What follows belongs to an exercise in optimizing a design on an open flow for small area; a production flow would make more cautious choices. In this exercise RTL edits were held to simulation tests only and were not proved equivalent to the original. Power is estimated from default activity; no workload was simulated.

==> run P <==
==> flow/design.v (excerpt) <==
module cciChannel #(
	parameter int WordLinesPerBlock = 8192
) (
	input logic clk,
	input logic reset,
	input logic inValid,
	input logic [ccPkg::CellCount*ccPkg::WordWidth-1:0] inWords,
	output logic inCredit,
	output logic outValid,
	output logic [ccPkg::CellCount*ccPkg::VoltWidth-1:0] outVth,
	input logic outCredit
);
	localparam int CellCount = ccPkg::CellCount;
	localparam int WordWidth = ccPkg::WordWidth;
	localparam int VoltWidth = ccPkg::VoltWidth;
	localparam int LineBits = CellCount * VoltWidth;
	localparam int CountWidth = $clog2(WordLinesPerBlock);
	localparam int SinkCredits = ccPkg::SinkCredits;
	localparam int UpCredits = ccPkg::UpCredits;
	logic [CountWidth-1:0] wordCount;
	logic firstLine;
	logic [LineBits-1:0] victim;
	logic [LineBits-1:0] entry0N;
	logic [LineBits-1:0] entry1N;
	logic [LineBits-1:0] entry2N;
	logic [2:0] wrSel;
	logic [2:0] rdSel;
	logic [1:0] fill;
	logic [2:0] held;
	logic [1:0] credits;
	logic [LineBits-1:0] step;
	logic [LineBits-1:0] lineVthN;
	logic pop;
	logic giveCredit;
	wordLineLoader i_loader (
		.inWords(inWords),
		.blockStart(wordCount == '0),
		.step(step)
	);
	couplingCell i_cells (
		.victim(victim),
		.step(step),
		.nFirst(!firstLine),
		.vthN(lineVthN)
	);
	vthCollector i_collector (
		.entry0N(entry0N),
		.entry1N(entry1N),
		.entry2N(entry2N),
		.rdSel(rdSel),
		.outVth(outVth)
	);
	assign pop = (fill != 2'd0) && (credits != 2'd0);
	assign giveCredit = (held != 3'(UpCredits)) && (held <= 3'(credits) + 3'd2);
	assign outValid = pop;
	assign inCredit = giveCredit;
	always_ff @(posedge clk)
	begin
		if (inValid)
		begin
			for (int i = 0; i < CellCount; i++)
  ...
==> flow/config.mk <==
export PLATFORM = sky130hd
export DESIGN_NAME = cciChannel
export DESIGN_NICKNAME = cciChannel
export VERILOG_FILES = /design/flow/design.v
export SDC_FILE = /design/flow/constraint.sdc
export NUM_CORES = 4
export LEC_CHECK = 0
export ABC_CLOCK_PERIOD_IN_PS = 10000
export CAP_MARGIN = 20
export CORE_MARGIN = 2
export CORE_UTILIZATION = 40
export GPL_TIMING_DRIVEN = 0
export PLACE_DENSITY = 0.6
export SLEW_MARGIN = 20
export SYNTH_HIERARCHICAL = 1
export SYNTH_MINIMUM_KEEP_SIZE = 0
==> flow/constraint.sdc <==
create_clock -name core_clock -period 10.0 [get_ports {clk}]
set_input_delay 2.0000 -clock core_clock [delete_from_list [all_inputs] [get_ports {clk}]]
set_output_delay 2.0000 -clock core_clock [all_outputs]
set_load 0.01 [all_outputs]
standard.sh (not shown) runs the stock make flow with config.mk's settings and CLKGATE_MAP_FILE= SYNTH_SCRIPT=/design/flow/synth_recipe.tcl, a recipe that flattens the netlist after the stock synthesis.
==> flow/flow/run.sh <==
#!/bin/bash
# Layout flow: the standard flow (standard.sh) with
#  - the port buffers the standard flow inserts made from the smallest
#    buffer cell (every input and output port still gets its own buffer);
#  - clock tree synthesis without dummy loads.
# make's full output goes to standard_flow.log here; ORFS keeps each
# step's log under orfs/logs.
set -uo pipefail
export BUFFER_PORTS_ARGS="-buffer_cell sky130_fd_sc_hd__buf_1"
export CTS_ARGS="-sink_clustering_enable -repair_clock_nets -dont_use_dummy_load -buf_list sky130_fd_sc_hd__clkbuf_16 -sink_clustering_size 20 -sink_clustering_max_diameter 120"
bash standard.sh > standard_flow.log 2>&1
exit $?
==> inputs of run Y, as changes to run P <==
==> flow/flow/run.sh (replaced) <==
#!/bin/bash
# Layout flow: the standard flow, with the port buffers the standard
# flow inserts made from the smallest buffer cell (every input and output
# port still gets its own buffer).
set -uo pipefail
export BUFFER_PORTS_ARGS="-buffer_cell sky130_fd_sc_hd__buf_1"
bash standard.sh > standard_flow.log 2>&1
status=$?
exit $status
--- a/flow/config.mk
+++ b/flow/config.mk
@@ -9,7 +9,7 @@
 export CAP_MARGIN = 20
 export CORE_MARGIN = 2
 export CORE_UTILIZATION = 40
-export GPL_TIMING_DRIVEN = 0
+export CTS_BUF_LIST = sky130_fd_sc_hd__clkbuf_4 sky130_fd_sc_hd__clkbuf_8
 export PLACE_DENSITY = 0.6
 export SLEW_MARGIN = 20
 export SYNTH_HIERARCHICAL = 1
==> inputs of run E, as changes to run P <==
==> flow/run.sh (new file) <==
#!/bin/bash
# synth_recipe.tcl (not shown) runs the flow's synth.tcl, then flattens the netlist and writes it again
# the make line also repeats each setting of config.mk as NAME=value (left out here)
make -C /OpenROAD-flow-scripts/flow DESIGN_CONFIG=/design/flow/config.mk WORK_HOME=/design/flow/orfs CLKGATE_MAP_FILE= SYNTH_SCRIPT=/design/flow/synth_recipe.tcl finish
--- a/flow/config.mk
+++ b/flow/config.mk
@@ -9,7 +9,6 @@
 export CAP_MARGIN = 20
 export CORE_MARGIN = 2
 export CORE_UTILIZATION = 40
-export GPL_TIMING_DRIVEN = 0
 export PLACE_DENSITY = 0.6
 export SLEW_MARGIN = 20
 export SYNTH_HIERARCHICAL = 1
removed: flow/flow/run.sh
removed: flow/standard.sh
==> inputs of run X, as changes to run P <==
==> flow/flow/run.sh (replaced) <==
#!/bin/bash
# Layout flow: the standard flow (standard.sh) with
#  - the port buffers the standard flow inserts made from the smallest
#    buffer cell (every input and output port still gets its own buffer);
#  - clock tree synthesis without dummy loads;
#  - the buffers synthesis put in taken out at floorplan (repair adds back
#    what the nets need).
# make's full output goes to standard_flow.log here; ORFS keeps each
# step's log under orfs/logs.
set -uo pipefail
export BUFFER_PORTS_ARGS="-buffer_cell sky130_fd_sc_hd__buf_1"
export REMOVE_ABC_BUFFERS=1
export CTS_ARGS="-sink_clustering_enable -repair_clock_nets -dont_use_dummy_load -buf_list sky130_fd_sc_hd__clkbuf_16 -sink_clustering_size 20 -sink_clustering_max_diameter 120"
bash standard.sh > standard_flow.log 2>&1
exit $?
--- a/flow/config.mk
+++ b/flow/config.mk
@@ -8,9 +8,9 @@
 export ABC_CLOCK_PERIOD_IN_PS = 10000
 export CAP_MARGIN = 20
 export CORE_MARGIN = 2
-export CORE_UTILIZATION = 40
+export CORE_UTILIZATION = 55
 export GPL_TIMING_DRIVEN = 0
-export PLACE_DENSITY = 0.6
+export PLACE_DENSITY = 0.7
 export SLEW_MARGIN = 20
 export SYNTH_HIERARCHICAL = 1
 export SYNTH_MINIMUM_KEEP_SIZE = 0
==> summary of the runs <==
In run Y the routed wire length is higher than in run X, by about 15%.
The lowest first-iteration DRC count belongs to run P, the highest to run X.
In run E the clock power is higher than in run X, by about 90%.
Clock skew, lowest first: run E, run X, run Y, run P.
The lowest hold slack belongs to run Y, the highest to run P.
Synthesized cell count is the same in run Y and run E.
Count of clock-buffer cells in the layout, highest first: run Y, run E, run P, run X.
Global-route usage: run X > run E > run Y > run P.
Maximum frequency, highest first: run Y, run E, run X, run P.
The lowest register-to-register slack belongs to run P, the highest to run E.
In run E the critical path depth is higher than in run X, by 1.
==> figures <==
metric	run E	run X	run Y	run P
Result of the run	finished clean	finished clean	finished clean	finished clean
Ratio of layout area to synthesized area	1.245x	1.095x	1.152x	1.115x
Cts bufs inserted	120	58	191	61
Hpwl dp	188 mm	163 mm	183 mm	186 mm
Unrepaired setup endpoints after global routing	no	-	no	no
First-pass GRT wire length	346 mm	303 mm	337 mm	328 mm
Pwr Total	30.0 mW	25.5 mW	28.6 mW	25.8 mW
Fraction of area in multi-input gates	0.442	0.502	0.477	0.494
Least-Margin Pin Slew	1.13 ns	1.09 ns	1.12 ns	1.23 ns
Leakage power	44.5 nW	39.0 nW	41.1 nW	39.5 nW
Hold Path Sink	wordCount[10]	wrSel[0]	wordCount[10]	wordCount[12]
CP Buf/Inv Count	4	2	3	2
Number of placement rows	157	134	157	157
Number of diodes added for antenna fixing	16	11	14	10
Pin count of the biggest net entering global routing	137	103	134	120
Sequential logic power	7.85 mW	7.82 mW	7.85 mW	7.82 mW
Floorplan die width	433 um	370 um	433 um	433 um
# resized after CTS	0	0	0	2
Post-route cell area	91700 um^2	80700 um^2	84900 um^2	82100 um^2
Maximum vdd drop	0.194 mV	0.199 mV	0.213 mV	0.166 mV
DRC violation total after the first TritonRoute iteration	4129	4385	4169	4015
Beginning of the worst register-to-register path	wordCount[0]	wordCount[1]	wordCount[0]	wordCount[0]

## static timing again, ports no longer ideal
The flow's constraints put no driver on any port. The routed layouts listed below were extracted and timed again, unchanged, in two steps.
Step 1 sets driving cells, clkbuf_16 on the clock port and buf_2 on the other inputs (assumed; they add their load-dependent delay and slew).
Step 2, shift: input delay + t, output delay - t, t = (earliest + latest rising clock arrival at the registers) / 2. This alone moves slack from input paths to output paths.
Slacks: no drivers / after step 1 / after step 2; pairs: no drivers / after step 1.
run	t, ns	slack for setup (ns)	worst setup path after step 2	latest minus earliest clock arrival (ns)	cell pins on the clock port's net
run P	0.801	0.280 / 0.336 / -0.466	input to register	0.093 / 0.093	1
run Y	1.018	0.617 / 0.673 / -0.345	input to register	0.076 / 0.077	1
run E	0.863	0.355 / 0.414 / -0.448	input to register	0.033 / 0.033	1
run X	0.768	0.299 / 0.347 / -0.421	input to register	0.045 / 0.045	1
With both steps, setup timing fails in every run listed, where it was met with ideal ports. The setup slack of run Y, which loses most, moves by +0.056 ns with the drivers and by -0.962 ns with both steps.
